Context: an optimization exercise on an open-source flow, tuned for small area, a short achievable clock period and few clock cycles per item. The choices shown serve that exercise and are no tape-out recipe.
Where RTL was checked, it was by simulation tests only, not by an equivalence proof against the original.
For runs 1 to 3, only the layout was checked, not whether the RTL still works.
Power and IR drop assume default switching activity.

File: design/flow/design.v
package stk_pkg;
    localparam int K_MAX     = 8;
    localparam int SCORE_W   = 32;
    localparam int IDX_W     = 18;
    localparam int KCFG_W    = 4;
    localparam int MTDATA_W  = 56;
endpackage
module stk_gt
(
    input  logic [31:0] a,
    input  logic [31:0] b,
    output logic        gt
);
    logic [31:0] g0, e0;
    logic [15:0] g1, e1;
    logic [7:0]  g2, e2;
    logic [3:0]  g3, e3;
    logic [1:0]  g4, e4;
    always_comb
    begin
        for (int i = 0; i < 31; i++)
        begin
            g0[i] = a[i] & ~b[i];
            e0[i] = ~(a[i] ^ b[i]);
        end
        g0[31] = ~a[31] & b[31];
        e0[31] = ~(a[31] ^ b[31]);
        for (int i = 0; i < 16; i++)
        begin
            g1[i] = g0[2*i+1] | (e0[2*i+1] & g0[2*i]);
            e1[i] = e0[2*i+1] & e0[2*i];
        end
        for (int i = 0; i < 8; i++)
        begin
            g2[i] = g1[2*i+1] | (e1[2*i+1] & g1[2*i]);
            e2[i] = e1[2*i+1] & e1[2*i];
        end
        for (int i = 0; i < 4; i++)
        begin
            g3[i] = g2[2*i+1] | (e2[2*i+1] & g2[2*i]);
            e3[i] = e2[2*i+1] & e2[2*i];
        end
        for (int i = 0; i < 2; i++)
        begin
            g4[i] = g3[2*i+1] | (e3[2*i+1] & g3[2*i]);
            e4[i] = e3[2*i+1] & e3[2*i];
        end
        gt = g4[1] | (e4[1] & g4[0]);
    end
endmodule
module streaming_top_k_selector_core
(
    input  logic         clk,
    input  logic         rst_n,
    input  logic         cfg_we,
    input  logic [3:0]   cfg_wdata,
    input  logic         s_tvalid,
    output logic         s_tready,
    input  logic [31:0]  s_tdata,
    input  logic         s_tlast,
    output logic         m_tvalid,
    input  logic         m_tready,
    output logic [55:0]  m_tdata,
    output logic [0:0]   m_tuser,
    output logic         m_tlast
);
    localparam logic [17:0] POS_LIMIT = 18'h3FFFF;
    logic [2:0]  kc_cfg;         
    logic [7:0]  km_cfg;         
    logic [7:0]  s2_km;
    logic [17:0] pos_reg;        
    logic        first_reg;      
    logic        rdy_reg;        
    logic        go_reg;         
    logic        s2_v;
    logic        s2_last;
    logic [2:0]  s2_kc;
    logic [31:0] s2_score;
    logic [7:0]  bt_raw;         
    logic [7:0]  bt_reg;         
    logic [31:0] sc_reg [8];
    logic [17:0] ix_reg [8];
    logic [7:0]  vld_reg;        
    logic        act_reg;        
    logic [7:0]  ptr_reg;        
    logic [7:0]  rem_reg;        
    logic [7:0]  fil_reg;        
    logic [7:0]  gap_reg;        
    logic [6:0]  room_reg;       
    logic        out_v;
    logic        out_last;
    logic        rdy_out;
    logic        out_v_out;
    logic        out_user;
    logic [49:0] out_data;
    always_comb
    begin
        for (int j = 0; j < 8; j++)
        begin
            km_cfg[j] = (3'(j) <= kc_cfg);
            s2_km[j]  = (3'(j) <= s2_kc);
        end
    end
    logic [7:0]  chain;
    logic [7:0]  at;
    logic [7:0]  sd;
    logic [7:0]  hold;
    logic        ins;
    logic        adj;
    logic        s2_end;
    always_comb
    begin
        chain[0] = 1'b0;
        for (int m = 1; m < 8; m++)
        begin
            chain[m] = chain[m-1] || bt_reg[m-1];
        end
        ins = |bt_reg;
        adj = act_reg && !gap_reg[0];
        for (int m = 0; m < 8; m++)
        begin
            at[m] = bt_reg[m] && !chain[m];
            sd[m] = chain[m] && ((m == 0 ? 1'b1 : vld_reg[(m > 0) ? m - 1 : 0]) || adj);
            hold[m] = !(sd[m] || at[m]);
        end
        s2_end = go_reg && s2_last;
    end
    logic [7:0] gl;
    logic       gi;
    for (genvar j = 0; j < 8; j++)
    begin : g_cmp
        stk_gt u_gt (.a(s_tdata), .b(sc_reg[j]), .gt(gl[j]));
    end
    stk_gt u_gti (.a(s_tdata), .b(s2_score), .gt(gi));
    logic        load;
    logic        drain_end;
    logic [49:0] pick;
    assign load      = act_reg && (!out_v || m_tready);
    assign drain_end = !rem_reg[1];
    always_comb
    begin
        pick = '0;
        for (int j = 0; j < 8; j++)
        begin
            pick = pick | ({sc_reg[j], ix_reg[j]} & {50{ptr_reg[j]}});
        end
    end
    logic        accept;
    logic        s2_keep;
    logic        s2_v_n;
    logic        s2_last_n;
    logic [7:0]  vld_ins;
    logic [7:0]  vld_n;
    logic        act_n;
    logic [7:0]  ptr_n;
    logic [7:0]  rem_n;
    logic [7:0]  fil_n;
    logic [7:0]  gap_n;
    logic [6:0]  room_n;
    logic        out_v_n;
    logic [7:0]  bt_fix;
    logic [7:0]  bt_new;
    logic [7:0]  bt_n;
    logic        push;           
    logic        wait_n;
    logic        go_n;
    assign accept  = s_tvalid && rdy_reg;
    assign s2_keep = s2_v && !rdy_reg;
    assign push    = adj && ins;
    always_comb
    begin
        s2_v_n    = accept || s2_keep;
        s2_last_n = accept ? s_tlast : s2_last;
        out_v_n   = load || (out_v && !m_tready);
        vld_ins   = ins ? {vld_reg[6:0], 1'b1} : vld_reg;
        if (s2_end)
        begin
            vld_n  = 8'd0;
            act_n  = 1'b1;
            ptr_n  = 8'd1;
            rem_n  = s2_km;
            fil_n  = vld_ins;
            gap_n  = 8'd0;
            for (int i = 0; i < 7; i++)
            begin
                room_n[i] = !s2_km[7-i];
            end
        end
        else
        begin
            vld_n  = vld_ins;
            act_n  = act_reg && !(load && drain_end);
            ptr_n  = ptr_reg;
            if (load)
                ptr_n = {ptr_n[6:0], 1'b0};
            if (push)
                ptr_n = {ptr_n[6:0], 1'b0};
            rem_n  = load ? {1'b0, rem_reg[7:1]} : rem_reg;
            fil_n  = load ? {1'b0, fil_reg[7:1]} : fil_reg;
            gap_n  = gap_reg;
            if (load && !(ins && !adj))
                gap_n = {gap_reg[6:0], 1'b1};
            else if (!load && ins && !adj)
                gap_n = {1'b0, gap_reg[7:1]};
            room_n = push ? {1'b0, room_reg[6:1]} : room_reg;
        end
        for (int m = 0; m < 8; m++)
        begin
            bt_fix[m] = s2_end
                     || (sd[m] && (m == 0 ? 1'b1 : !vld_reg[(m > 0) ? m - 1 : 0]))
                     || (hold[m] && !vld_reg[m]);
            bt_new[m] = km_cfg[m]
                     && (bt_fix[m]
                         || (sd[m] && gl[(m > 0) ? m - 1 : 0])
                         || (at[m] && gi)
                         || (hold[m] && gl[m]));
        end
        bt_n = s2_keep ? bt_raw : (accept ? bt_new : 8'd0);
        wait_n = s2_v_n && ((s2_last_n && act_n) || (act_n && !gap_n[0] && !room_n[0]));
        go_n   = s2_v_n && !wait_n;
    end
    assign s_tready = rdy_out;
    assign m_tvalid = out_v_out;
    assign m_tlast  = out_last;
    assign m_tuser  = out_user;
    assign m_tdata  = {6'b0, out_data};
    always_ff @(posedge clk or negedge rst_n)
    begin
        if (!rst_n)
        begin
            kc_cfg    <= 3'd3;
            first_reg <= 1'b1;
            rdy_reg   <= 1'b1;
            go_reg    <= 1'b0;
            s2_v      <= 1'b0;
            vld_reg   <= 8'd0;
            act_reg   <= 1'b0;
            out_v     <= 1'b0;
        end
        else
        begin
            if (cfg_we)
            begin
                if (cfg_wdata == 4'd0)
                    kc_cfg <= 3'd0;
                else if (cfg_wdata > 4'd8)
                    kc_cfg <= 3'd7;
                else
                    kc_cfg <= 3'(cfg_wdata - 4'd1);
            end
            if (accept)
            begin
                first_reg <= s_tlast;
            end
            rdy_reg <= !wait_n;
            go_reg  <= go_n;
            s2_v    <= s2_v_n;
            vld_reg <= vld_n;
            act_reg <= act_n;
            out_v   <= out_v_n;
        end
    end
    always_ff @(posedge clk)
    begin
        if (accept)
        begin
            if (first_reg)
                pos_reg <= '0;
            else if (pos_reg != POS_LIMIT)
                pos_reg <= pos_reg + 18'd1;
            s2_last  <= s_tlast;
            s2_kc    <= kc_cfg;
            s2_score <= s_tdata;
        end
        rdy_out   <= !wait_n;
        out_v_out <= out_v_n;
        bt_raw <= bt_n;
        bt_reg <= bt_n & {8{go_n}};
        for (int m = 0; m < 8; m++)
        begin
            sc_reg[m] <= (sc_reg[m] & {32{hold[m]}})
                       | (sc_reg[(m > 0) ? m - 1 : 0] & {32{sd[m]}})
                       | (s2_score & {32{at[m]}});
            ix_reg[m] <= (ix_reg[m] & {18{hold[m]}})
                       | (ix_reg[(m > 0) ? m - 1 : 0] & {18{sd[m]}})
                       | (pos_reg & {18{at[m]}});
        end
        ptr_reg  <= ptr_n;
        rem_reg  <= rem_n;
        fil_reg  <= fil_n;
        gap_reg  <= gap_n;
        room_reg <= room_n;
        if (load)
        begin
            out_last <= drain_end;
            out_user <= fil_reg[0];
            out_data <= fil_reg[0] ? pick : {32'h8000_0000, 18'b0};
        end
    end
endmodule
File: design/flow/run.sh
#!/bin/bash
# synth_recipe.tcl (not shown) runs the flow's synth.tcl, then flattens the netlist and writes it again
# the make line also repeats each setting of config.mk as NAME=value (left out here)
make -C /OpenROAD-flow-scripts/flow DESIGN_CONFIG=/design/flow/config.mk WORK_HOME=/design/flow/orfs CLKGATE_MAP_FILE= SYNTH_SCRIPT=/design/flow/synth_recipe.tcl finish
File: design/flow/config.mk
export PLATFORM = sky130hd
export DESIGN_NAME = streaming_top_k_selector_core
export DESIGN_NICKNAME = streaming_top_k_selector_core
export VERILOG_FILES = /design/flow/design.v
export SDC_FILE = /design/flow/constraint.sdc
export NUM_CORES = 4
export LEC_CHECK = 0
export CAP_MARGIN = 20
export CORE_MARGIN = 2
export CORE_UTILIZATION = 40
export CTS_BUF_LIST = sky130_fd_sc_hd__clkbuf_4 sky130_fd_sc_hd__clkbuf_8 sky130_fd_sc_hd__clkbuf_16
export CTS_CLUSTER_DIAMETER = 100
export CTS_CLUSTER_SIZE = 20
export PLACE_DENSITY = 0.6
export SETUP_SLACK_MARGIN = 3.5
export SLEW_MARGIN = 20
File: design/flow/constraint.sdc
create_clock -name core_clock -period 6.0 [get_ports {clk}]
set_input_delay 1.2000 -clock core_clock [delete_from_list [all_inputs] [get_ports {clk}]]
set_output_delay 1.2000 -clock core_clock [all_outputs]
set_load 0.01 [all_outputs]
==> summary.md, run 1 <==
| Metric | Value |
|---|---|
| Crit path from | `s_tdata[12]` |
| Htree depth | `2` |
| Worst rel slew slack | `0.177` |
| Worst Path Arrival | `3290 ps` |
| Ys flop type | `dfxtp_1` |
| Worst R2R End | `bt_reg[2]$_DFF_P_` |
| First-pass GRT wire length | `166000 um` |
| Post-Synth Simple-Gate Area | `0.136` |
| Overall Global Routing Usage | `0.281` |
| Starting Density | `0.405` |
| Final Hold Viols | `0` |
| Worst vdd ir | `0.000499 V` |
| Xor/xnor share of the synthesized area | `0.00348` |
| Sw Share | `0.480` |
| Synth Instances | `3315` |
| Placeable Area | `74600 um2` |
| Post-synth ARST share | `0.0294` |
| Flip-flop count of the largest register after layout | `224` |
| Die area | `77800 um2` |
| Unrepaired setup endpoints after global routing | `yes` |
| Mux contribution to synthesized area | `0.00265` |
| Port Buffer Count | `95` |
| Hold WC Path Type | `reg -> reg` |
| Outcome | `timing/DRC/antenna clean` |
| Critical Path Source Type | `input pin` |
| Layout area overhead | `15.2%` |
| Wire per inst | `26.3 um` |
| Sw Pwr | `9.86 mW` |
| Clk_skew | `22.5 ps` |
| # clock sinks | `579` |
| WS Path Type | `in -> reg` |
| Drt drc | `0` |
| GP Congestion | `0.896` |
| CTS tree | `built` |
| Reg2Reg Depth | `11` |
| Total CTS buffers | `35` |
| CP Max Fanout | `10` |
| Clk Tree Root Cell | `clkbuf_16` |
| Antenna viol nets, final | `0` |
| Clock Latency Late Sink | `610 ps` |
| EDFF count, synth | `176` |
| Yosys reg bits | `579` |
| Compound-Gate Fraction of Synth Area | `0.229` |
| WP data required | `6550 ps` |
| Die width | `279 um` |
| LEAKAGE | `14.2 nW` |
| Initial antenna violation count | `0` |
| Syn Area/Cell | `9.12 um2` |
| Distinct cells, synth | `69` |
| Row count | `100` |
| Fin. max-slew vios | `0` |
| R2r setup slk | `3340 ps` |
| Reg clk slew, reported paths | `90 ps` |
| Via Count | `26800` |
| Share of Yosys cell area claimed by the top area cell type | `0.256` |
| Max_cap viols | `0` |
| Fin crit period | `2750 ps` |
| Synth area leader | `dfxtp_1` |
| PwrDens | `590 nW/um2` |
| Gate power share | `0.506` |
| Final nets | `3633` |
| Hpwl dp | `65800 um` |
| Die Y | `279 um` |
| Share of cells above drive strength 1 | `0.119` |
| Largest family of logic cells by synthesized area | `compound AO/OA/AOI/OAI gates` |
| Io pins | `102` |
| Post-Synth Adder-Cell Area | `0.116` |
| Most common cell after layout, fill and taps aside | `nand2_1` |
| Internal power | `10.7 mW` |
| CTS max path bufs | `3` |
| Synth warn | `6` |
| Final Cycle Share | `0.458` |
| Least-Margin Pin Slew | `1230 ps` |
| Ranking of synthesized cells by area | `dfxtp_1 26%, edfxtp_1 17%, ha_1 12%, a22oi_1 12%, nand2_1 7.2%` |
| Sequential-to-total area share from yosys stat | `0.445` |
| Critical Path End | `bt_reg[2]$_DFF_P_` |
| Most frequent cells in the layout | `572 x nand2_1, 463 x a22oi_1, 376 x dfxtp_1` |
| GR Overflow Total | `0` |
| Cts hold-fix bufs | `0` |
| Drt first pass iters | `6` |
| Fmax achieved | `364 MHz` |
| Worst setup EP type | `flop` |
| Hold_ws | `448 ps` |
| Final setup violation count | `0` |
| Total Routed Length | `113000 um` |
| # diodes | `0` |
| Mapped cell area | `30200 um2` |
| Clock Power Share | `0.131` |
| Routed vias/inst | `6.24` |
| Reg power frac | `0.364` |
| Fin Setup TNS | `0 ps` |
| Largest net degree at the start of global routing | `75` |
| Vias in the first global route | `25600` |
| Reg2reg start | `s2_score[5]$_DFFE_PP_` |
| Number of DRC markers in iteration 0 | `3297` |
==> per-layer routing <==
metal,up-vias,wire length (um),track usage
li1,12100,-,-
met1,13000,48000,0.389
met2,1407,49400,0.434
met3,282,10900,0.0504
met4,0,4910,0.113
met5,-,0,0
==> worst max-delay path: stages <==
cell	delay (ps)
buf_6	140
ha_1	300
nand4_1	140
or4_4	540
o31a_1	250
o211ai_1	170
nand3_1	150
a41oi_2	250
nor2b_1	150
==> how the worst min path moves through the flow <==
stage / start / to / slack (ps) / cells past startpoint
floorplan: ix_reg[7][17]$_DFF_P_ / ix_reg[7][17]$_DFF_P_ / 420 / 2
detailed placement: ix_reg[7][10]$_DFF_P_ / ix_reg[7][10]$_DFF_P_ / 440 / 2
finish: ix_reg[7][10]$_DFF_P_ / ix_reg[7][10]$_DFF_P_ / 450 / 2
global placement: ix_reg[7][16]$_DFF_P_ / ix_reg[7][16]$_DFF_P_ / 430 / 2
CTS: ix_reg[7][10]$_DFF_P_ / ix_reg[7][10]$_DFF_P_ / 450 / 2
global route: ix_reg[7][8]$_DFF_P_ / ix_reg[7][8]$_DFF_P_ / 470 / 2
==> cell type report <==
cell class	count	area, um2
clock buffer	56	1030
clock inverter	7	82.6
fill	7091	39700
inverter	285	1080
multi-input combinational	2217	16200
sequential	579	13500
tap	969	1210
timing repair buffer	191	1780
timing repair inverter	1	7.51
==> cell usage after synthesis, drive strengths merged (17+ instances only) <==
library cell	instances
nand2	582
a22oi	463
a41oi	52
inv	285
nor2	108
a211oi	19
a21oi	143
a221o	95
nor3	112
nand3	30
buf	27
clkbuf	222
edfxtp	176
o21ai	97
ha	281
dfxtp	386
nor2b	17
a21o	19
nand4	36
==> power by group through the flow <==
| stage | clock network [mW] | logic, mW | registers, mW |
|---|---|---|---|
| after CTS | 2.70 | 9.85 | 7.42 |
| after global routing | 2.85 | 11.2 | 7.64 |
| after floorplan | 0 | 6.10 | 6.85 |
| final | 2.68 | 10.4 | 7.47 |
| after detailed placement | 0 | 9.23 | 7.49 |
| after global placement | 0 | 9.10 | 7.49 |
==> metrics by stage <==
| stage | power [mW] | setup WS (ps) | util | area [um2] | std cells |
|---|---|---|---|---|---|
| 2_1_floorplan | 13.0 | 2690 | - | 30700 | 3320 |
| 6_report | 20.5 | 3250 | 0.467 | 34800 | 4305 |
| 5_1_grt | 21.6 | 3190 | 0.467 | 34800 | 4305 |
| 4_1_cts | 20.0 | 3290 | 0.462 | 34500 | 4280 |
| 3_3_place_gp | 16.6 | 1260 | 0.433 | 32300 | 4175 |
| 3_5_place_dp | 16.7 | 1310 | 0.433 | 32300 | 4175 |
==> what timing repair did <==
item,4_1_cts,5_1_grt
gates cloned,9,3
endpoints found under the setup margin,418,284
pin swaps,72,20
gates resized for setup,403,51
buffers inserted,33,22
==> logic make-up (layout without fill, tap and decap cells) <==
group | count (synthesis) | in the layout
mux | 8 | 8
simple gates | 946 | 950
flops | 579 | 579
fa+ha+maj | 281 | 281
compound gates | 954 | 960
other cells | 1 | 6
buf+inv | 534 | 540
xor+xnor | 12 | 12
==> inputs of run 2 (changes only) <==
--- a/design/flow/config.mk
+++ b/design/flow/config.mk
@@ -10,5 +10,5 @@
 export CORE_UTILIZATION = 40
-export CTS_BUF_LIST = sky130_fd_sc_hd__clkbuf_4 sky130_fd_sc_hd__clkbuf_8 sky130_fd_sc_hd__clkbuf_16
-export CTS_CLUSTER_DIAMETER = 100
-export CTS_CLUSTER_SIZE = 20
+export CTS_BUF_LIST = sky130_fd_sc_hd__clkbuf_8 sky130_fd_sc_hd__clkbuf_16
+export CTS_CLUSTER_DIAMETER = 120
+export CTS_CLUSTER_SIZE = 25
 export PLACE_DENSITY = 0.6
==> summary.md, run 2 <==
| Metric | Value |
|---|---|
| Crit-path cells | `buf_8 -> clkinvlp_4 -> buf_4 -> ha_4 -> nand2_1 -> nand3b_1 -> a2111oi_4 -> o211ai_1 -> a21oi_2 -> nor3_2 -> a211oi_2 -> nor3_1` |
| Critical Path Source Type | `input pin` |
| WS Path Type | `in -> reg` |
| Final Cycle Share | `0.453 (-0.00440)` |
| CP max-delay cell | `a2111oi_4` |
| Htree depth | `1 (-1)` |
| Worst vdd ir | `0.000503 V (+0.83%)` |
| Largest family of logic cells by synthesized area | `compound AO/OA/AOI/OAI gates` |
| Reg2reg start | `act_reg$_DFF_PN0_` |
| Xor/xnor share of the synthesized area | `0.00348 (unchanged)` |
| Hpwl dp | `65800 um (unchanged)` |
| Flip-flop count of the largest register after layout | `224 (unchanged)` |
| Worst R2R End | `bt_reg[4]$_DFF_P_` |
| Wire per inst | `26.7 um (+1.4%)` |
| # diodes | `0 (unchanged)` |
| Largest net degree at the start of global routing | `75 (unchanged)` |
| Io pins | `102 (unchanged)` |
| Drt first pass iters | `7 (+1)` |
| Antenna viol nets, final | `0 (unchanged)` |
| Fin crit period | `2720 ps (-26.4 ps)` |
| Fin Setup TNS | `0 ps (unchanged)` |
| Post-Synth Simple-Gate Area | `0.136 (unchanged)` |
| Sequential-to-total area share from yosys stat | `0.445 (unchanged)` |
| Multi-input gate area | `16400 um2 (+1.2%)` |
| First-pass GRT wire length | `166000 um (about the same)` |
| Worst rel slew slack | `0.208 (+0.0311)` |
| Mux contribution to synthesized area | `0.00265 (unchanged)` |
| Final nets | `3636 (+0.083%)` |
| Outcome | `timing/DRC/antenna clean` |
| Most common cell after layout, fill and taps aside | `nand2_1` |
| Cts hold-fix bufs | `0 (unchanged)` |
| Count leader, synth | `nand2_1` |
| Fin. max-slew vios | `0 (unchanged)` |
| Least-Margin Pin Slew | `1190 ps (-46.7 ps)` |
| CP max stage delay | `340 ps (-200 ps)` |
| Total CTS buffers | `27 (-23%)` |
| Total Routed Length | `115000 um (+1.4%)` |
| Routed vias/inst | `6.27 (+0.48%)` |
| Worst-case hold path end point | `ix_reg[7][10]$_DFF_P_` |
| Yosys reg bits | `579 (unchanged)` |
| Hold WC Path Type | `reg -> reg` |
| CP Max Fanout | `4 (-6)` |
| Clock Latency Late Sink | `640 ps (+30 ps)` |
| Starting Density | `0.405 (unchanged)` |
| Hold Crit Start | `ix_reg[7][10]$_DFF_P_` |
| Die area | `77800 um2 (unchanged)` |
| Synth Instances | `3315 (unchanged)` |
| Share of cells above drive strength 1 | `0.125 (+0.00577)` |
| Post-synth ARST share | `0.0294 (unchanged)` |
| Fmax achieved | `368 MHz (+0.97%)` |
| Share of Yosys cell area claimed by the top area cell type | `0.256 (unchanged)` |
| EDFF count, synth | `176 (unchanged)` |
| Mapped cell area | `30200 um2 (unchanged)` |
| Util after Layout | `0.466 (-0.000570)` |
| Final Hold Viols | `0 (unchanged)` |
| Ranking of synthesized cells by area | `dfxtp_1 26%, edfxtp_1 17%, ha_1 12%, a22oi_1 12%, nand2_1 7.2%` |
| GP Congestion | `0.896 (unchanged)` |
| Row count | `100 (unchanged)` |
| Post-Synth Adder-Cell Area | `0.116 (unchanged)` |
| GR Overflow Total | `0 (unchanged)` |
| Number of fill cells in the layout | `7098 (+0.099%)` |
| Hold Crit Depth | `2 (unchanged)` |
| LEAKAGE | `14.1 nW (-0.29%)` |
| WP data required | `6540 ps (about the same)` |
| Worst Path Arrival | `3260 ps (-30 ps)` |
| CTS max path bufs | `3 (unchanged)` |
| Drt drc | `0 (unchanged)` |
| FF/Latch Area | `13500 um2 (unchanged)` |
| Via Count | `27000 (+0.43%)` |
| Die width | `279 um (unchanged)` |
| # clock sinks | `579 (unchanged)` |
| Synth area leader | `dfxtp_1` |
| Max_cap viols | `0 (unchanged)` |
| Worst setup EP type | `flop` |
| Layout area overhead | `15.1%` |
| Compound-Gate Fraction of Synth Area | `0.229 (unchanged)` |
| Clk_skew | `18.6 ps (-3.93 ps)` |
| Final setup violation count | `0 (unchanged)` |
| Unrepaired setup endpoints after global routing | `yes` |
| Synth warn | `6 (unchanged)` |
| Vias in the first global route | `25400 (-0.61%)` |
| Syn Area/Cell | `9.12 um2 (unchanged)` |
| Clk Tree Root Cell | `clkbuf_16` |
| Initial antenna violation count | `0 (unchanged)` |
| Distinct cells, synth | `69 (unchanged)` |
| Commonest cells post-synth | `579 x nand2_1, 463 x a22oi_1, 386 x dfxtp_1` |
| Most frequent cells in the layout | `570 x nand2_1, 463 x a22oi_1, 376 x dfxtp_1` |
| CTS tree | `built` |
| Post-layout total power | `20.3 mW (-1.1%)` |
| Die Y | `279 um (unchanged)` |
| R2r setup slk | `3310 ps (-30 ps)` |
| Reg clk slew, reported paths | `110 ps (+20 ps)` |
| Placeable Area | `74600 um2 (unchanged)` |
| Ys flop type | `dfxtp_1` |
| PwrDens | `584 nW/um2 (-0.94%)` |
| Overall Global Routing Usage | `0.280 (-0.000787)` |
| Reg2Reg Depth | `8 (-3)` |
| Port Buffer Count | `95 (unchanged)` |
| Number of DRC markers in iteration 0 | `3478 (+5.5%)` |
-- run 2: layer usage --
metal | track usage | vias to the layer above | share of wire
met4 | 0.0984 | 0 | 0.038
li1 | - | 12100 | -
met3 | 0.0536 | 254 | 0.11
met1 | 0.390 | 13000 | 0.42
met2 | 0.434 | 1570 | 0.44
met5 | 0 | - | 0
-- run 2: cell type report --
class | count | area share
repair buffers | 202 | 0.0535
well taps | 969 | 0.0349
clock buffers | 28 | 0.0198
flip-flops and latches | 579 | 0.387
inverters | 285 | 0.0310
clock inverters | 22 | 0.00327
multi-input cells | 2217 | 0.470
repair inverters | 1 | 0.000216
-- run 2: worst max-delay path by stage --
stage                      from                 to  slack, ps  cells past startpoint
finish              s_tdata[31]  bt_reg[5]$_DFF_P_       3280                     12
global route         s_tdata[2]  bt_raw[6]$_DFF_P_       3210                     11
CTS                 s_tdata[22]  bt_reg[5]$_DFF_P_       3270                     10
detailed placement   s_tdata[2]  bt_raw[6]$_DFF_P_       1310                     10
global placement    s_tdata[13]  bt_reg[1]$_DFF_P_       1260                      9
floorplan              m_tready  bt_reg[5]$_DFF_P_       2690                      9
-- run 2: critical path: cells and delay by family --
family / cells / cell delay [ps]
and+or+nand+nor: 4 / 350
buffers and inverters: 3 / 410
AOI/OAI and AO/OA: 4 / 1070
adders and majority gates: 1 / 230
-- run 2: cells by family (layout without fill, tap and decap cells) --
family / after synthesis / after routing
compound gates: 954 / 960
xor+xnor: 12 / 12
fa+ha+maj: 281 / 281
buf+inv: 534 / 538
flops: 579 / 579
mux: 8 / 8
other cells: 1 / 6
simple gates: 946 / 950
-- run 2: timing repair --
item	4_1_cts	5_1_grt
gates resized for setup	436	124
pin swaps	38	47
setup buffers	28	35
endpoints found under the setup margin	414	231
cloned	9	6
-- run 2: power breakdown --
| part | switching, mW | total (mW) | internal, mW |
|---|---|---|---|
| clock | 1.36 | 2.21 | 0.854 |
| combinational | 6.95 | 10.6 | 3.69 |
| sequential | 1.58 | 7.46 | 5.88 |
-- run 2: through the flow --
step,instances,hold slack [ps],setup slack (ps),instance area (um2)
global placement,4175,431,1260,32300
global route,4303,469,3210,34800
CTS,4262,453,3270,34000
floorplan,3320,422,2690,30700
detailed placement,4175,436,1310,32300
finish,4303,449,3280,34800
==> inputs of run 3 (changes only) <==
--- a/design/flow/design.v
+++ b/design/flow/design.v
@@ -10,5 +10,7 @@
     input  logic [31:0] a,
-    input  logic [31:0] b,
+    input  logic [31:0] bn,
     output logic        gt
 );
+    logic [31:0] b;
+    assign b = ~bn;
     logic [31:0] g0, e0;
@@ -77,6 +79,6 @@
     logic [2:0]  s2_kc;
-    logic [31:0] s2_score;
+    logic [31:0] s2_nscore;      
     logic [7:0]  bt_raw;         
     logic [7:0]  bt_reg;         
-    logic [31:0] sc_reg [8];
+    logic [31:0] nsc_reg [8];    
     logic [17:0] ix_reg [8];
@@ -112,2 +114,3 @@
     begin
+        bt_reg   = bt_raw & {8{go_reg}};
         chain[0] = 1'b0;
@@ -131,5 +134,5 @@
     begin : g_cmp
-        stk_gt u_gt (.a(s_tdata), .b(sc_reg[j]), .gt(gl[j]));
+        stk_gt u_gt (.a(s_tdata), .bn(nsc_reg[j]), .gt(gl[j]));
     end
-    stk_gt u_gti (.a(s_tdata), .b(s2_score), .gt(gi));
+    stk_gt u_gti (.a(s_tdata), .bn(s2_nscore), .gt(gi));
     logic        load;
@@ -144,3 +147,3 @@
         begin
-            pick = pick | ({sc_reg[j], ix_reg[j]} & {50{ptr_reg[j]}});
+            pick = pick | ({~nsc_reg[j], ix_reg[j]} & {50{ptr_reg[j]}});
         end
@@ -272,3 +275,3 @@
             s2_kc    <= kc_cfg;
-            s2_score <= s_tdata;
+            s2_nscore <= ~s_tdata;
         end
@@ -277,8 +280,7 @@
         bt_raw <= bt_n;
-        bt_reg <= bt_n & {8{go_n}};
         for (int m = 0; m < 8; m++)
         begin
-            sc_reg[m] <= (sc_reg[m] & {32{hold[m]}})
-                       | (sc_reg[(m > 0) ? m - 1 : 0] & {32{sd[m]}})
-                       | (s2_score & {32{at[m]}});
+            nsc_reg[m] <= (nsc_reg[m] & {32{hold[m]}})
+                        | (nsc_reg[(m > 0) ? m - 1 : 0] & {32{sd[m]}})
+                        | (s2_nscore & {32{at[m]}});
             ix_reg[m] <= (ix_reg[m] & {18{hold[m]}})
--- a/design/flow/config.mk
+++ b/design/flow/config.mk
@@ -10,5 +10,3 @@
 export CORE_UTILIZATION = 40
-export CTS_BUF_LIST = sky130_fd_sc_hd__clkbuf_8 sky130_fd_sc_hd__clkbuf_16
-export CTS_CLUSTER_DIAMETER = 120
-export CTS_CLUSTER_SIZE = 25
+export CTS_BUF_LIST = sky130_fd_sc_hd__clkbuf_4 sky130_fd_sc_hd__clkbuf_8
 export PLACE_DENSITY = 0.6
==> summary.md, run 3 <==
| Metric | Value |
|---|---|
| Htree depth | `3 (+2)` |
| Wl on met1 | `46600 um (-2.7%)` |
| Compound-Gate Fraction of Synth Area | `0.211 (-0.0180)` |
| Final WS setup | `3310 ps (+25.7 ps)` |
| Synth Instances | `3141 (-5.2%)` |
| Final Hold Viols | `0 (unchanged)` |
| Sequential-to-total area share from yosys stat | `0.462 (+0.0171)` |
| First-pass GRT wire length | `173000 um (+3.9%)` |
| Most common cell after layout, fill and taps aside | `nand2_1` |
| Ys flop type | `dfxtp_1` |
| CTS max path bufs | `3 (unchanged)` |
| Met2 WL | `51100 um (+2.0%)` |
| Post-layout total power | `19.6 mW (-3.6%)` |
| Final setup violation count | `0 (unchanged)` |
| Syn Area/Cell | `9.21 um2 (+1.0%)` |
| Share of cells above drive strength 1 | `0.161 (+0.0356)` |
| Post-Synth Adder-Cell Area | `0.122 (+0.00520)` |
| Top layer in use | `met5` |
| Mux contribution to synthesized area | `0.00208 (-0.000574)` |
| Crit path from | `s_tdata[1]` |
| Worst setup EP type | `flop` |
| Fmax achieved | `371 MHz (+0.95%)` |
| Outcome | `timing/DRC/antenna clean` |
| EDFF count, synth | `184 (+4.5%)` |
| Synth area leader | `dfxtp_1` |
| Worst rel slew slack | `0.240 (+0.0318)` |
| Distinct cells, synth | `67 (-2.9%)` |
| Wire per inst | `27.8 um (+4.2%)` |
| Count leader, synth | `nand2_1` |
| R2r setup slk | `3370 ps (+60 ps)` |
| Routed vias/inst | `6.43 (+2.6%)` |
| PwrDens | `568 nW/um2 (-2.7%)` |
| Commonest cells post-synth | `787 x nand2_1, 420 x a22oi_1, 370 x dfxtp_1` |
| Least-Margin Pin Slew | `1140 ps (-49.3 ps)` |
| Die Y | `273 um (-2.1%)` |
| GP Congestion | `0.946 (+5.6%)` |
| Flip-flop count of the largest register after layout | `224 (unchanged)` |
| Metal3 WL | `14800 um (+20%)` |
| Reg2Reg Depth | `7 (-1)` |
| Xor/xnor share of the synthesized area | `0.00515 (+0.00167)` |
| LEAKAGE | `14.8 nW (+4.6%)` |
| Critical Path Source Type | `input pin` |
| WP data required | `6480 ps (-60 ps)` |
| Total Routed Length | `119000 um (+3.5%)` |
| Fin crit period | `2690 ps (-25.7 ps)` |
| Clk_skew | `51.2 ps (+32.6 ps)` |
| Starting Density | `0.405 (-0.000588)` |
| Drt drc | `0 (unchanged)` |
| Die area | `74500 um2 (-4.2%)` |
| CP Max Fanout | `7 (+3)` |
| Post-Synth Simple-Gate Area | `0.162 (+0.0265)` |
| Most frequent cells in the layout | `780 x nand2_1, 420 x a22oi_1, 370 x dfxtp_1` |
| Initial antenna violation count | `3 (+3)` |
| Antenna viol nets, final | `0 (unchanged)` |
| Placeable Area | `71500 um2 (-4.1%)` |
| Vias in the first global route | `26600 (+4.5%)` |
| Via Count | `27500 (+2.0%)` |
| Fin. max-slew vios | `0 (unchanged)` |
| Hold WC Path Type | `reg -> reg` |
| Largest family of logic cells by synthesized area | `compound AO/OA/AOI/OAI gates` |
| Synth warn | `6 (unchanged)` |
| Number of DRC markers in iteration 0 | `3763 (+8.2%)` |
| Worst vdd ir | `0.000338 V (-33%)` |
| Worst Path Arrival | `3170 ps (-90 ps)` |
| WS Path Type | `in -> reg` |
| Post-synth ARST share | `0.0298 (+0.000411)` |
| Hpwl dp | `67400 um (+2.5%)` |
| Total CTS buffers | `99 (+270%)` |
| Io pins | `102 (unchanged)` |
| Drt first pass iters | `8 (+1)` |
| Max_cap viols | `0 (unchanged)` |
| Overall Global Routing Usage | `0.308 (+0.0280)` |
| Fin Setup TNS | `0 ps (unchanged)` |
| Share of Yosys cell area claimed by the top area cell type | `0.256 (+0.000352)` |
| Port Buffer Count | `95 (unchanged)` |
| Clock Latency Late Sink | `740 ps (+100 ps)` |
| # clock sinks | `571 (-1.4%)` |
| Die width | `273 um (-2.1%)` |
| Clk Tree Root Cell | `clkbuf_8` |
| CTS tree | `built` |
| GR Overflow Total | `0 (unchanged)` |
| Worst R2R End | `bt_raw[0]$_SDFFCE_PN0N_` |
| Unrepaired setup endpoints after global routing | `yes` |
| Yosys reg bits | `571 (-1.4%)` |
| Final nets | `3561 (-2.1%)` |
| Reg clk slew, reported paths | `60 ps (-50 ps)` |
| Critical Path End | `bt_raw[0]$_SDFFCE_PN0N_` |
| Worst slack at placement | `1460 ps (+156 ps)` |
| Row count | `98 (-2.0%)` |
| Largest net degree at the start of global routing | `56 (-25%)` |
| Final Cycle Share | `0.449 (-0.00428)` |
| Ranking of synthesized cells by area | `dfxtp_1 26%, edfxtp_1 19%, ha_1 12%, a22oi_1 11%, nand2_1 10%` |
| Mapped cell area | `28900 um2 (-4.3%)` |
| Reg2reg start | `s2_nscore[2]$_DFFE_PP_` |
| Layout area overhead | `19.1%` |
run 3: metal layers:
layer  track usage  vias up
met1         0.408    13200
li1              -    11900
met4         0.156        4
met2         0.468     1984
met3        0.0757      449
met5             0        -
run 3: worst min path at each step:
stage                                       from                     end  slack [ps]  depth (start not counted)
after CTS                 nsc_reg[4][31]$_DFF_P_  nsc_reg[4][31]$_DFF_P_         440                          2
final                     nsc_reg[4][31]$_DFF_P_  nsc_reg[4][31]$_DFF_P_         440                          2
after global routing      nsc_reg[4][31]$_DFF_P_  nsc_reg[4][31]$_DFF_P_         460                          2
after detailed placement    ix_reg[7][3]$_DFF_P_    ix_reg[7][3]$_DFF_P_         430                          2
after global placement     ix_reg[7][12]$_DFF_P_   ix_reg[7][12]$_DFF_P_         430                          2
after floorplan           s2_nscore[0]$_DFFE_PP_                    flop         420                          0
run 3: area by class of cell:
class	count	area, um2
repair inverters	1	7.51
flip-flops and latches	571	13400
repair buffers	182	1590
clock buffers	151	1880
clock inverters	36	323
well taps	950	1190
inverters	70	300
fillers	6623	37000
multi-input cells	2313	15800
diodes	2	5.00
run 3: report_power, final:
part / switching (mW) / total [mW] / internal (mW)
Clock: 1.75 / 3.98 / 2.23
Sequential: 1.58 / 7.28 / 5.70
Combinational: 5.55 / 8.32 / 2.76
run 3: timing repair:
action,CTS,global route
hold buffers,0,0
gates resized for setup,515,120
setup buffers,21,19
pin swaps,32,48
cloned,10,2
setup endpoints to repair,466,148
run 3: cells by family (layout without fill, tap and decap cells):
family,after synthesis,count (layout)
simple gates,1121,1126
compound gates,877,877
other cells,1,8
mux,6,6
xor+xnor,17,17
buf+inv,267,440
flops,571,571
fa+ha+maj,281,281
run 3: critical path, cell delays in order:
cell and delay (ps):
buf_12 110, ha_4 200, a31o_1 220, a211oi_2 250, nor3_2 100, o31ai_4 340, a31oi_4 160, or4_1 440
o311a_1 150
run 3: per-stage QoR:
stage	cells	instance area [um2]	hold slack (ps)	util
CTS	4253	33700	445	0.471
floorplan	3146	29100	421	-
finish	4276	34500	445	0.482
detailed placement	4035	30900	434	0.433
global route	4275	34500	463	0.482
global placement	4035	30900	430	0.433
==> inputs of run 4 (changes only) <==
--- a/design/flow/design.v
+++ b/design/flow/design.v
@@ -10,7 +10,5 @@
     input  logic [31:0] a,
-    input  logic [31:0] bn,
+    input  logic [31:0] b,
     output logic        gt
 );
-    logic [31:0] b;
-    assign b = ~bn;
     logic [31:0] g0, e0;
@@ -69,7 +67,4 @@
     localparam logic [17:0] POS_LIMIT = 18'h3FFFF;
-    logic [2:0]  kc_cfg;         
     logic [7:0]  km_cfg;         
-    logic [7:0]  s2_km;
     logic [17:0] pos_reg;        
-    logic        first_reg;      
     logic        rdy_reg;        
@@ -78,7 +73,8 @@
     logic        s2_last;
-    logic [2:0]  s2_kc;
-    logic [31:0] s2_nscore;      
+    logic [7:0]  s2_km;
+    logic [31:0] s2_score;
+    logic [17:0] s2_idx;
     logic [7:0]  bt_raw;         
     logic [7:0]  bt_reg;         
-    logic [31:0] nsc_reg [8];    
+    logic [31:0] sc_reg [8];
     logic [17:0] ix_reg [8];
@@ -93,14 +89,4 @@
     logic        out_last;
-    logic        rdy_out;
-    logic        out_v_out;
     logic        out_user;
     logic [49:0] out_data;
-    always_comb
-    begin
-        for (int j = 0; j < 8; j++)
-        begin
-            km_cfg[j] = (3'(j) <= kc_cfg);
-            s2_km[j]  = (3'(j) <= s2_kc);
-        end
-    end
     logic [7:0]  chain;
@@ -114,3 +100,2 @@
     begin
-        bt_reg   = bt_raw & {8{go_reg}};
         chain[0] = 1'b0;
@@ -134,5 +119,5 @@
     begin : g_cmp
-        stk_gt u_gt (.a(s_tdata), .bn(nsc_reg[j]), .gt(gl[j]));
-    end
-    stk_gt u_gti (.a(s_tdata), .bn(s2_nscore), .gt(gi));
+        stk_gt u_gt (.a(s_tdata), .b(sc_reg[j]), .gt(gl[j]));
+    end
+    stk_gt u_gti (.a(s_tdata), .b(s2_score), .gt(gi));
     logic        load;
@@ -147,3 +132,3 @@
         begin
-            pick = pick | ({~nsc_reg[j], ix_reg[j]} & {50{ptr_reg[j]}});
+            pick = pick | ({sc_reg[j], ix_reg[j]} & {50{ptr_reg[j]}});
         end
@@ -224,4 +209,4 @@
     end
-    assign s_tready = rdy_out;
-    assign m_tvalid = out_v_out;
+    assign s_tready = rdy_reg;
+    assign m_tvalid = out_v;
     assign m_tlast  = out_last;
@@ -233,4 +218,4 @@
         begin
-            kc_cfg    <= 3'd3;
-            first_reg <= 1'b1;
+            km_cfg    <= 8'h0F;
+            pos_reg   <= '0;
             rdy_reg   <= 1'b1;
@@ -247,7 +232,7 @@
                 if (cfg_wdata == 4'd0)
-                    kc_cfg <= 3'd0;
+                    km_cfg <= 8'h01;
                 else if (cfg_wdata > 4'd8)
-                    kc_cfg <= 3'd7;
+                    km_cfg <= 8'hFF;
                 else
-                    kc_cfg <= 3'(cfg_wdata - 4'd1);
+                    km_cfg <= 8'((9'd1 << cfg_wdata) - 9'd1);
             end
@@ -255,3 +240,6 @@
             begin
-                first_reg <= s_tlast;
+                if (s_tlast)
+                    pos_reg <= '0;
+                else if (pos_reg != POS_LIMIT)
+                    pos_reg <= pos_reg + 18'd1;
             end
@@ -269,21 +257,17 @@
         begin
-            if (first_reg)
-                pos_reg <= '0;
-            else if (pos_reg != POS_LIMIT)
-                pos_reg <= pos_reg + 18'd1;
             s2_last  <= s_tlast;
-            s2_kc    <= kc_cfg;
-            s2_nscore <= ~s_tdata;
-        end
-        rdy_out   <= !wait_n;
-        out_v_out <= out_v_n;
+            s2_km    <= km_cfg;
+            s2_score <= s_tdata;
+            s2_idx   <= pos_reg;
+        end
         bt_raw <= bt_n;
+        bt_reg <= bt_n & {8{go_n}};
         for (int m = 0; m < 8; m++)
         begin
-            nsc_reg[m] <= (nsc_reg[m] & {32{hold[m]}})
-                        | (nsc_reg[(m > 0) ? m - 1 : 0] & {32{sd[m]}})
-                        | (s2_nscore & {32{at[m]}});
+            sc_reg[m] <= (sc_reg[m] & {32{hold[m]}})
+                       | (sc_reg[(m > 0) ? m - 1 : 0] & {32{sd[m]}})
+                       | (s2_score & {32{at[m]}});
             ix_reg[m] <= (ix_reg[m] & {18{hold[m]}})
                        | (ix_reg[(m > 0) ? m - 1 : 0] & {18{sd[m]}})
-                       | (pos_reg & {18{at[m]}});
+                       | (s2_idx & {18{at[m]}});
         end
==> summary.md, run 4 <==
| Metric | Value |
|---|---|
| WS Path Type | `reg -> out` |
| Internal power | `12.1 mW (+13%)` |
| Die Y | `283 um (+3.5%)` |
| Overall Global Routing Usage | `0.287 (-0.0217)` |
| Total CTS buffers | `105 (+6.1%)` |
| Worst rel slew slack | `0.255 (+0.0157)` |
| Drt first pass iters | `6 (-2)` |
| Row count | `102 (+4.1%)` |
| Number of DRC markers in iteration 0 | `3081 (-18%)` |
| Max_cap viols | `0 (unchanged)` |
| Unrepaired setup endpoints after global routing | `yes` |
| Sw Pwr | `10.0 mW (+13%)` |
| Worst setup EP type | `output pin` |
| Worst Path Arrival | `1480 ps (-1690 ps)` |
| Vias in the first global route | `26400 (-0.65%)` |
| Sw Share | `0.454 (about the same)` |
| CTS tree | `built` |
| Reg2reg start | `bt_reg[0]$_DFF_P_` |
| Total Routed Length | `118000 um (-0.56%)` |
| Largest delay share family, worst path | `flip-flops` |
| Cts hold-fix bufs | `0 (unchanged)` |
| Gate power share | `0.472 (+0.047)` |
| Htree depth | `3 (unchanged)` |
| Starting Density | `0.402 (-0.00254)` |
| Share of cells above drive strength 1 | `0.173 (+0.0122)` |
| Clk_skew | `43.3 ps (-7.97 ps)` |
| CTS max path bufs | `3 (unchanged)` |
| Routed vias/inst | `6.18 (-3.9%)` |
| Worst R2R End | `bt_reg[1]$_DFF_P_` |
| Final setup violation count | `0 (unchanged)` |
| Synth warn | `6 (unchanged)` |
| Most common cell after layout, fill and taps aside | `nand2_1` |
| Commonest cells post-synth | `479 x nand2_1, 384 x a22oi_1, 384 x dfxtp_1` |
| Via Count | `27800 (+1.2%)` |
| Clk Tree Root Cell | `clkbuf_8` |
| Crit-path cells | `buf_6` |
| Share of Yosys cell area claimed by the top area cell type | `0.248 (-0.00846)` |
| Number of fill cells in the layout | `7222 (+9.0%)` |
| Hpwl dp | `69700 um (+3.5%)` |
| Outcome | `timing/DRC/antenna clean` |
| Layout area overhead | `18.2%` |
| Die width | `283 um (+3.5%)` |
| Buf/Inv on CP | `1 (unchanged)` |
| EDFF count, synth | `180 (-2.2%)` |
| CP max-delay cell | `dfstp_2` |
| Hold WC Path Type | `in -> async` |
| Initial antenna violation count | `2 (-1)` |
| Syn Area/Cell | `9.45 um2 (+2.6%)` |
| Synth area leader | `dfxtp_1` |
| R2r setup slk | `3380 ps (about the same)` |
| Mapped cell area | `31000 um2 (+7.3%)` |
| Final Cycle Share | `0.446 (-0.00285)` |
| CP max stage delay | `620 ps (+180 ps)` |
| Distinct cells, synth | `73 (+9.0%)` |
| Port Buffer Count | `95 (unchanged)` |
| Fmax achieved | `374 MHz (+0.64%)` |
| Critical Path Source Type | `flop` |
| First-pass GRT wire length | `172000 um (-0.74%)` |
| Least-Margin Pin Slew | `1120 ps (-21.9 ps)` |
| Placeable Area | `77200 um2 (+8.0%)` |
| Yosys reg bits | `603 (+5.6%)` |
| Sequential-to-total area share from yosys stat | `0.453 (-0.00862)` |
| Fin crit period | `2680 ps (-17.1 ps)` |
| Most frequent cells in the layout | `472 x nand2_1, 381 x a22oi_1, 373 x dfxtp_1` |
| GR Overflow Total | `0 (unchanged)` |
| Clock Latency Late Sink | `750 ps (about the same)` |
| Worst vdd ir | `0.000463 V (+37%)` |
| PwrDens | `603 nW/um2 (+6.1%)` |
| GP Congestion | `0.923 (-2.4%)` |
| Fin Setup TNS | `0 ps (unchanged)` |
| Synth Instances | `3287 (+4.6%)` |
| Post-layout total power | `22.1 mW (+13%)` |
| Post-synth ARST share | `0.0647 (+0.0349)` |
| Fin. max-slew vios | `0 (unchanged)` |
| WP data required | `4800 ps (-1680 ps)` |
| LEAKAGE | `15.2 nW (+2.5%)` |
| Antenna viol nets, final | `0 (unchanged)` |
| Die area | `79900 um2 (+7.2%)` |
| Drt drc | `0 (unchanged)` |
| Wire per inst | `26.2 um (-5.6%)` |
| Reg power frac | `0.343 (-0.029)` |
| Count leader, synth | `nand2_1` |
| Io pins | `102 (unchanged)` |
| CP Max Fanout | `2 (-5)` |
| Clock Power Share | `0.185 (-0.018)` |
| Reg clk slew, reported paths | `60 ps (about the same)` |
| Final Hold Viols | `0 (unchanged)` |
| Largest net degree at the start of global routing | `59 (+5.4%)` |
| Ys flop type | `dfxtp_1` |
| Flip-flop count of the largest register after layout | `224 (unchanged)` |
| Util after Layout | `0.475 (-0.00675)` |
| Final nets | `3692 (+3.7%)` |
| # clock sinks | `603 (+5.6%)` |
| Ranking of synthesized cells by area | `dfxtp_1 25%, edfxtp_1 17%, ha_1 11%, a22oi_1 9.3%, a221o_1 5.9%` |
| Reg2Reg Depth | `6 (-1)` |
==> run 4: cell count changes in the layout (fill, tap and decap cells not counted), moves of 19 or more <==
cell,change
a41oi_1,+27
dfrtp_1,+19
nor4_1,-28
a21oi_1,+30
a22oi_1,-39
nor2_1,-47
buf_4,+23
nand2_1,-308
nor3_1,+169
o22ai_1,-130
inv_1,+225
a221o_1,+180
==> run 4: repair_timing <==
action                     4_1_cts  5_1_grt
pin swaps                       46       74
gates cloned                     8        4
setup endpoints to repair      474      167
gates resized for setup        504      138
buffers inserted                28       30
==> run 4: metrics by stage <==
| step | instance area [um2] | hold WS (ps) | std cells | setup slack, ps |
|---|---|---|---|---|
| CTS | 35700 | 445 | 4465 | 3300 |
| finish | 36700 | 380 | 4502 | 3320 |
| detailed placement | 33000 | 435 | 4231 | 1680 |
| floorplan | 31200 | 422 | 3292 | 3080 |
| global route | 36700 | 357 | 4501 | 3270 |
| global placement | 33000 | 432 | 4231 | 1770 |
==> run 4: routing by layer <==
layer,track usage,part of all wire,vias up
li1,-,-,12500
met1,0.395,0.42,13400
met2,0.440,0.44,1601
met3,0.0524,0.10,342
met4,0.122,0.042,0
met5,0,0,-
==> run 4: final cells by class <==
cell class,instances,area [um2],area share
timing repair buffer,203,1630,0.0443
antenna,2,5.00,0.000136
tap,1040,1300,0.0354
multi-input combinational,2165,16300,0.444
clock inverter,29,213,0.00579
inverter,290,1110,0.0303
sequential,603,14100,0.384
timing repair inverter,1,8.76,0.000239
clock buffer,169,2060,0.0560
==> run 4: cells by family after synthesis <==
kind of cell               after synthesis  share of synthesized area
AOI/OAI and AO/OA                      934                      0.229
and+or+nand+nor                        910                      0.131
DFF                                    603                      0.453
buffers and inverters                  533                     0.0655
adders and majority gates              281                      0.113
xor gates and xnor gates                16                    0.00451
muxes                                    9                    0.00294
other                                    1                   0.000121
==> run 4: power by group through the flow <==
stage               Clock [mW]  Sequential (mW)  Combinational, mW
CTS                       4.15             7.52               9.75
global route              4.33             7.74               11.2
detailed placement           0             7.58               9.22
global placement             0             7.59               9.09
finish                    4.09             7.59               10.4
floorplan                    0             6.99               6.17
==> run 4: how the worst max path moves through the flow <==
| stage | from | to | slack, ps | cells after the start |
|---|---|---|---|---|
| 2_1_floorplan | m_tready | gap_reg[7]$_SDFFE_PP0P_ | 3080 | 7 |
| 3_3_place_gp | s_tdata[1] | bt_reg[3]$_DFF_P_ | 1770 | 9 |
| 3_5_place_dp | s_tdata[1] | bt_raw[1]$_DFF_P_ | 1680 | 9 |
| 4_1_cts | rdy_reg$_DFF_PN1_ | s_tready | 3300 | 1 |
| 5_1_grt | s_tdata[7] | bt_reg[4]$_DFF_P_ | 3270 | 11 |
| 6_report | rdy_reg$_DFF_PN1_ | s_tready | 3320 | 1 |
Testbench counts of run 4, summed over its fixed seeds: cycles 20,684, items 20,354.

separate check: timing with driven ports:
No port has a modelled driver above. Below, the same layouts with a new extraction and two added sets of constraints. Step 1 assumes that a clkbuf_16 drives the clock port and a buf_2 every other input. Step 2 adds t to the input delays and takes it off the output delays; t is the mean of the earliest and latest rising clock arrival at the registers after step 1. Input paths then give back, and output paths get back, about the clock's delay inside the block. Slacks: ideal / step 1 / step 2; pairs: ideal / step 1.
run | t, ns | setup WS [ns] | latest minus earliest clock arrival (ns)
run 1 | 0.664 | 3.254 / 3.278 / 2.614 | 0.024 / 0.024
run 2 | 0.706 | 3.280 / 3.298 / 2.592 | 0.018 / 0.019
run 3 | 0.782 | 3.306 / 3.298 / 2.517 | 0.055 / 0.055
run 4 | 0.789 | 3.323 / 3.260 / 2.483 | 0.044 / 0.044
After both steps setup and hold are still met in every run listed. For run 4, which loses most, drivers alone change the setup slack by -0.063 ns; drivers and shift together by -0.840 ns.
